Context: an optimization exercise on an open-source flow, tuned for small area, a short achievable clock period and few clock cycles per item. The choices shown serve that exercise and are no tape-out recipe.
Only simulation tests tie the RTL to the original design; equivalence was not proved.
No activity file was given, so power comes from the tool's default toggle rates.

## unique_value_list_table_unit
module unique_value_list_table_unit #(
  parameter int CAPACITY = 64
) (
  input  logic            clk,
  input  logic            rst,
  input  logic            start,
  output logic            busy,
  input  uvlt_pkg::req_t  req,
  output logic            done,
  output uvlt_pkg::rsp_t  rsp
);
  logic [CAPACITY-1:0] valid_q;
  logic [CAPACITY-1:0] shift;
  logic [CAPACITY-1:0] eq;
  logic                eq_last;
  uvlt_ctrl #(
    .CAPACITY (CAPACITY)
  ) u_ctrl (
    .clk   (clk),
    .rst   (rst),
    .start (start),
    .func  (req.func),
    .eq      (eq),
    .eq_last (eq_last),
    .valid_q (valid_q),
    .shift   (shift),
    .busy    (busy),
    .done  (done),
    .rsp   (rsp)
  );
  uvlt_datapath #(
    .CAPACITY (CAPACITY)
  ) u_datapath (
    .clk   (clk),
    .value   (req.value),
    .valid_q (valid_q),
    .shift   (shift),
    .eq      (eq),
    .eq_last (eq_last)
  );
endmodule
Size in the first run: about 10000 cells after synthesis, ~2200 flip-flops, ~55 I/O pins.
==> module uvlt_ctrl, before the edit <==
module uvlt_ctrl #(
  parameter int CAPACITY = 64
) (
  input  logic                clk,
  input  logic                rst,
  input  logic                start,
  input  logic [2:0]          func,
  input  logic [CAPACITY-1:0] eq,
  input  logic                eq_last,
  output logic [CAPACITY-1:0] valid_q,
  output logic [CAPACITY-1:0] shift,
  output logic                busy,
  output logic                done,
  output uvlt_pkg::rsp_t      rsp
);
  localparam int IW = $clog2(CAPACITY);
  localparam int CW = $clog2(CAPACITY + 1);
  localparam int GS = 8;                   
  localparam int NG = CAPACITY / GS;       
  logic [CW-1:0]       count;              
  logic                acc;
  logic                is_clear, is_search, is_insert, is_delete;
  logic                full;
  logic [CAPACITY-1:0] match;
  logic [NG-1:0]       gmatch;             
  logic                hit;
  logic [IW-1:0]       pos;
  logic [CAPACITY-1:0] below;              
  assign busy = 1'b0;
  assign acc  = start && !rst;
  assign is_clear  = (func == uvlt_pkg::FUNC_CLEAR);
  assign is_search = (func == uvlt_pkg::FUNC_SEARCH);
  assign is_insert = (func == uvlt_pkg::FUNC_INSERT);
  assign is_delete = (func == uvlt_pkg::FUNC_DELETE);
  logic [CAPACITY-1:0] valid;
  logic                app_q, rem_q, clr_q;
  always_comb begin
    if (clr_q)      valid = '0;
    else if (app_q) valid = {valid_q[CAPACITY-2:0], 1'b1};
    else if (rem_q) valid = {1'b0, valid_q[CAPACITY-1:1]};
    else            valid = valid_q;
  end
  assign full = valid[CAPACITY-1];
  logic          fwd;                      
  logic [IW-1:0] fwd_pos;
  always_comb begin
    for (int i = 0; i < CAPACITY; i++) begin
      if (shift[i]) match[i] = valid_q[i] && valid[i] && ((i + 1 < CAPACITY) ? eq[(i + 1) % CAPACITY] : 1'b0);
      else          match[i] = valid_q[i] && valid[i] && eq[i];
    end
  end
  assign fwd     = app_q && eq_last;
  assign fwd_pos = IW'(count - CW'(1));
  always_comb begin
    for (int g = 0; g < NG; g++) begin
      gmatch[g] = |match[g*GS +: GS];
    end
  end
  assign hit = (|gmatch) || fwd;
  always_comb begin
    pos = fwd ? fwd_pos : '0;
    for (int g = 0; g < NG; g++) begin
      if (gmatch[g]) pos[IW-1:$clog2(GS)] = pos[IW-1:$clog2(GS)] | ($clog2(NG))'(g);
    end
    for (int i = 0; i < CAPACITY; i++) begin
      if (match[i]) pos[$clog2(GS)-1:0] = pos[$clog2(GS)-1:0] | ($clog2(GS))'(i % GS);
    end
  end
  always_comb begin
    logic [NG-1:0] gbelow;
    gbelow[0] = 1'b0;
    for (int g = 1; g < NG; g++) begin
      gbelow[g] = gbelow[g-1] | gmatch[g-1];
    end
    for (int i = 0; i < CAPACITY; i++) begin
      below[i] = gbelow[i / GS] | (|(match[(i / GS) * GS +: GS] & GS'((2 << (i % GS)) - 1)))
               | (fwd && !valid_q[i]);
    end
  end
  logic [1:0]          st_hit, st_miss;
  logic [IW-1:0]       pos_miss;
  logic [CW-1:0]       cnt_hit, cnt_miss;
  logic                uses_pos;
  logic                hit_q;
  logic                pos_sel_q;
  logic [IW-1:0]       pos_q, pos_miss_q;
  logic [1:0]          st_hit_q, st_miss_q;
  logic [CW-1:0]       cnt_hit_q, cnt_miss_q;
  assign uses_pos = is_search || is_insert || is_delete;
  assign count    = hit_q ? cnt_hit_q : cnt_miss_q;
  always_comb begin
    st_hit     = uvlt_pkg::ST_OK;
    st_miss    = uvlt_pkg::ST_OK;
    pos_miss   = '0;
    cnt_hit    = count;
    cnt_miss   = count;
    if (is_clear) begin
      cnt_hit    = '0;
      cnt_miss   = '0;
    end else if (is_search) begin
      st_miss = uvlt_pkg::ST_MISSING;
    end else if (is_insert) begin
      st_hit = uvlt_pkg::ST_PRESENT;
      if (full) begin
        st_miss = uvlt_pkg::ST_FULL;
      end else begin
        pos_miss   = count[IW-1:0];
        cnt_miss   = count + CW'(1);
      end
    end else if (is_delete) begin
      st_miss   = uvlt_pkg::ST_MISSING;
      cnt_hit   = count - CW'(1);
    end
  end
  always_ff @(posedge clk) begin
    if (rst) begin
      shift   <= '0;
      valid_q <= '0;
      app_q   <= 1'b0;
      rem_q   <= 1'b0;
      clr_q   <= 1'b0;
    end else begin
      shift   <= (acc && is_delete) ? below : '0;
      valid_q <= valid;
      app_q   <= acc && !hit && is_insert && !full;
      rem_q   <= acc && hit && is_delete;
      clr_q   <= acc && is_clear;
    end
  end
  always_ff @(posedge clk) begin
    if (rst) begin
      hit_q      <= 1'b0;
      cnt_hit_q  <= '0;
      cnt_miss_q <= '0;
    end else if (acc) begin
      hit_q      <= hit;
      cnt_hit_q  <= cnt_hit;
      cnt_miss_q <= cnt_miss;
    end
  end
  always_ff @(posedge clk) begin
    if (rst) begin
      done <= 1'b0;
    end else begin
      done <= acc;
    end
  end
  always_ff @(posedge clk) begin
    pos_sel_q  <= hit && uses_pos;
    pos_q      <= pos;
    pos_miss_q <= pos_miss;
    st_hit_q   <= st_hit;
    st_miss_q  <= st_miss;
  end
  assign rsp.status   = hit_q ? st_hit_q : st_miss_q;
  assign rsp.position = pos_sel_q ? 6'(pos_q) : (hit_q ? 6'(0) : 6'(pos_miss_q));
  assign rsp.count    = 7'(count);
endmodule
==> flow/config.mk <==
export PLATFORM = sky130hd
export DESIGN_NAME = unique_value_list_table_unit
export DESIGN_NICKNAME = unique_value_list_table_unit
export VERILOG_FILES = /design/flow/design.v
export SDC_FILE = /design/flow/constraint.sdc
export NUM_CORES = 4
export LEC_CHECK = 0
export CAP_MARGIN = 20
export CORE_MARGIN = 2
export CORE_UTILIZATION = 40
export SETUP_SLACK_MARGIN = 2.0
export SLEW_MARGIN = 20
export TNS_END_PERCENT = 5
==> flow/constraint.sdc <==
create_clock -name core_clock -period 5.0 [get_ports {clk}]
set_input_delay 1.0000 -clock core_clock [delete_from_list [all_inputs] [get_ports {clk}]]
set_output_delay 1.0000 -clock core_clock [all_outputs]
set_load 0.01 [all_outputs]
standard.sh (not shown) runs the stock make flow with config.mk's settings and CLKGATE_MAP_FILE= SYNTH_SCRIPT=/design/flow/synth_recipe.tcl, a recipe that flattens the netlist after the stock synthesis.
==> flow/flow/run.sh <==
#!/bin/bash
set -euo pipefail
cd "$(dirname "${BASH_SOURCE[0]}")/.."
slow=""
for c in nor4_1 nor4_2 nor4_4 nor4b_1 nor4b_2 nor4b_4 nor4bb_1 nor4bb_2 nor4bb_4 \
         or4_1 or4_2 or4_4 or4b_1 or4b_2 or4b_4 or4bb_1 or4bb_2 or4bb_4 \
         a2111o_1 a2111o_2 a2111o_4 a2111oi_0 a2111oi_1 a2111oi_2 a2111oi_4 \
         o2111a_1 o2111a_2 o2111a_4 o2111ai_1 o2111ai_2 o2111ai_4 \
         nor3b_1 nor3b_2 nor3b_4 or3b_1 or3b_2 or3b_4; do
  slow="$slow sky130_fd_sc_hd__$c"
done
# the platform's own list, as make evaluates it
platform=$(make -s -C "$FLOW_HOME" DESIGN_CONFIG="$PWD/config.mk" WORK_HOME="$PWD/du_probe" \
  print-DONT_USE_CELLS 2> du_probe.log | sed -n 's/^DONT_USE_CELLS: //p')
rm -rf du_probe
[[ -n "$platform" ]] || { echo "no platform don't-use list" >&2; exit 1; }
export FLOW_FLOW_DONT_USE="$platform $slow"
echo "$FLOW_FLOW_DONT_USE" > dont_use.txt
# standard.sh with the don't-use list on its make command line
sed 's/^make -C /make DONT_USE_CELLS="$FLOW_FLOW_DONT_USE" -C /' standard.sh > standard_du.sh
grep -q 'DONT_USE_CELLS="$FLOW_FLOW_DONT_USE"' standard_du.sh
bash standard_du.sh > flow_make.log 2>&1
Testbench counts at the start, summed over its fixed seeds: cycles 12,008, ops 12,000.
==> next run, changes <==
--- a/flow/design.v
+++ b/flow/design.v
@@ -61,28 +61,25 @@
     else if (app_q) valid = {valid_q[CAPACITY-2:0], 1'b1};
     else if (rem_q) valid = {1'b0, valid_q[CAPACITY-1:1]};
     else            valid = valid_q;
   end
   assign full = valid[CAPACITY-1];
-  logic          fwd;                      
-  logic [IW-1:0] fwd_pos;
   always_comb begin
     for (int i = 0; i < CAPACITY; i++) begin
-      if (shift[i]) match[i] = valid_q[i] && valid[i] && ((i + 1 < CAPACITY) ? eq[(i + 1) % CAPACITY] : 1'b0);
-      else          match[i] = valid_q[i] && valid[i] && eq[i];
-    end
-  end
-  assign fwd     = app_q && eq_last;
-  assign fwd_pos = IW'(count - CW'(1));
+      if (!valid_q[i]) match[i] = valid[i] && eq_last;
+      else if (shift[i]) match[i] = valid[i] && ((i + 1 < CAPACITY) ? eq[(i + 1) % CAPACITY] : 1'b0);
+      else               match[i] = valid[i] && eq[i];
+    end
+  end
   always_comb begin
     for (int g = 0; g < NG; g++) begin
       gmatch[g] = |match[g*GS +: GS];
     end
   end
-  assign hit = (|gmatch) || fwd;
-  always_comb begin
-    pos = fwd ? fwd_pos : '0;
+  assign hit = |gmatch;
+  always_comb begin
+    pos = '0;
     for (int g = 0; g < NG; g++) begin
       if (gmatch[g]) pos[IW-1:$clog2(GS)] = pos[IW-1:$clog2(GS)] | ($clog2(NG))'(g);
     end
     for (int i = 0; i < CAPACITY; i++) begin
       if (match[i]) pos[$clog2(GS)-1:0] = pos[$clog2(GS)-1:0] | ($clog2(GS))'(i % GS);
@@ -93,12 +90,11 @@
     gbelow[0] = 1'b0;
     for (int g = 1; g < NG; g++) begin
       gbelow[g] = gbelow[g-1] | gmatch[g-1];
     end
     for (int i = 0; i < CAPACITY; i++) begin
-      below[i] = gbelow[i / GS] | (|(match[(i / GS) * GS +: GS] & GS'((2 << (i % GS)) - 1)))
-               | (fwd && !valid_q[i]);
+      below[i] = gbelow[i / GS] | (|(match[(i / GS) * GS +: GS] & GS'((2 << (i % GS)) - 1)));
     end
   end
   logic [1:0]          st_hit, st_miss;
   logic [IW-1:0]       pos_miss;
   logic [CW-1:0]       cnt_hit, cnt_miss;
What happened: The new run completed without violations; routed wire length went up by 7.7%; clock power grows by about 3%; final area rose by 2.1%; power goes up by about 0.7%; non-clock buffer count goes up by 185; synthesized area barely changes; combinational power rose by about 5.5%; worst setup slack loses 0.092 ns; global-route usage goes up by 2.1 points.
Testbench counts after the change, summed over its fixed seeds: cycles 12,008, ops 12,000.

[port drivers added, routing unchanged]
The results above use ideal ports. As a check the final layouts listed here were re-extracted and re-timed, cells and wires unchanged.
Step 1 (the two cells are an assumption about what drives the block):
set clk [get_ports {clk}]
set_driving_cell -lib_cell sky130_fd_sc_hd__clkbuf_16 $clk
set_driving_cell -lib_cell sky130_fd_sc_hd__buf_2 [delete_from_list [all_inputs] $clk]
Step 2 times the ports against the registers' clock, not the clock port: input delays grow and output delays shrink by t, the midpoint of the rising clock arrivals with the driver on.
a / b / c = ideal ports / drivers / drivers and shift; a / b = the first two.
run	t (ns)	setup WS [ns]	worst setup path at the end	clock arrival spread, ns	worst register clock-pin slew, ns
the first run	1.025	1.667 / 1.712 / 0.687	input to register	0.085 / 0.086	0.07 / 0.07
the second run	1.024	1.575 / 1.411 / 0.387	input to register	0.090 / 0.090	0.07 / 0.07
After both steps every run listed still meets setup and hold. The setup slack of the second run, which loses most, moves by -0.164 ns with the drivers and by -1.188 ns with both steps.
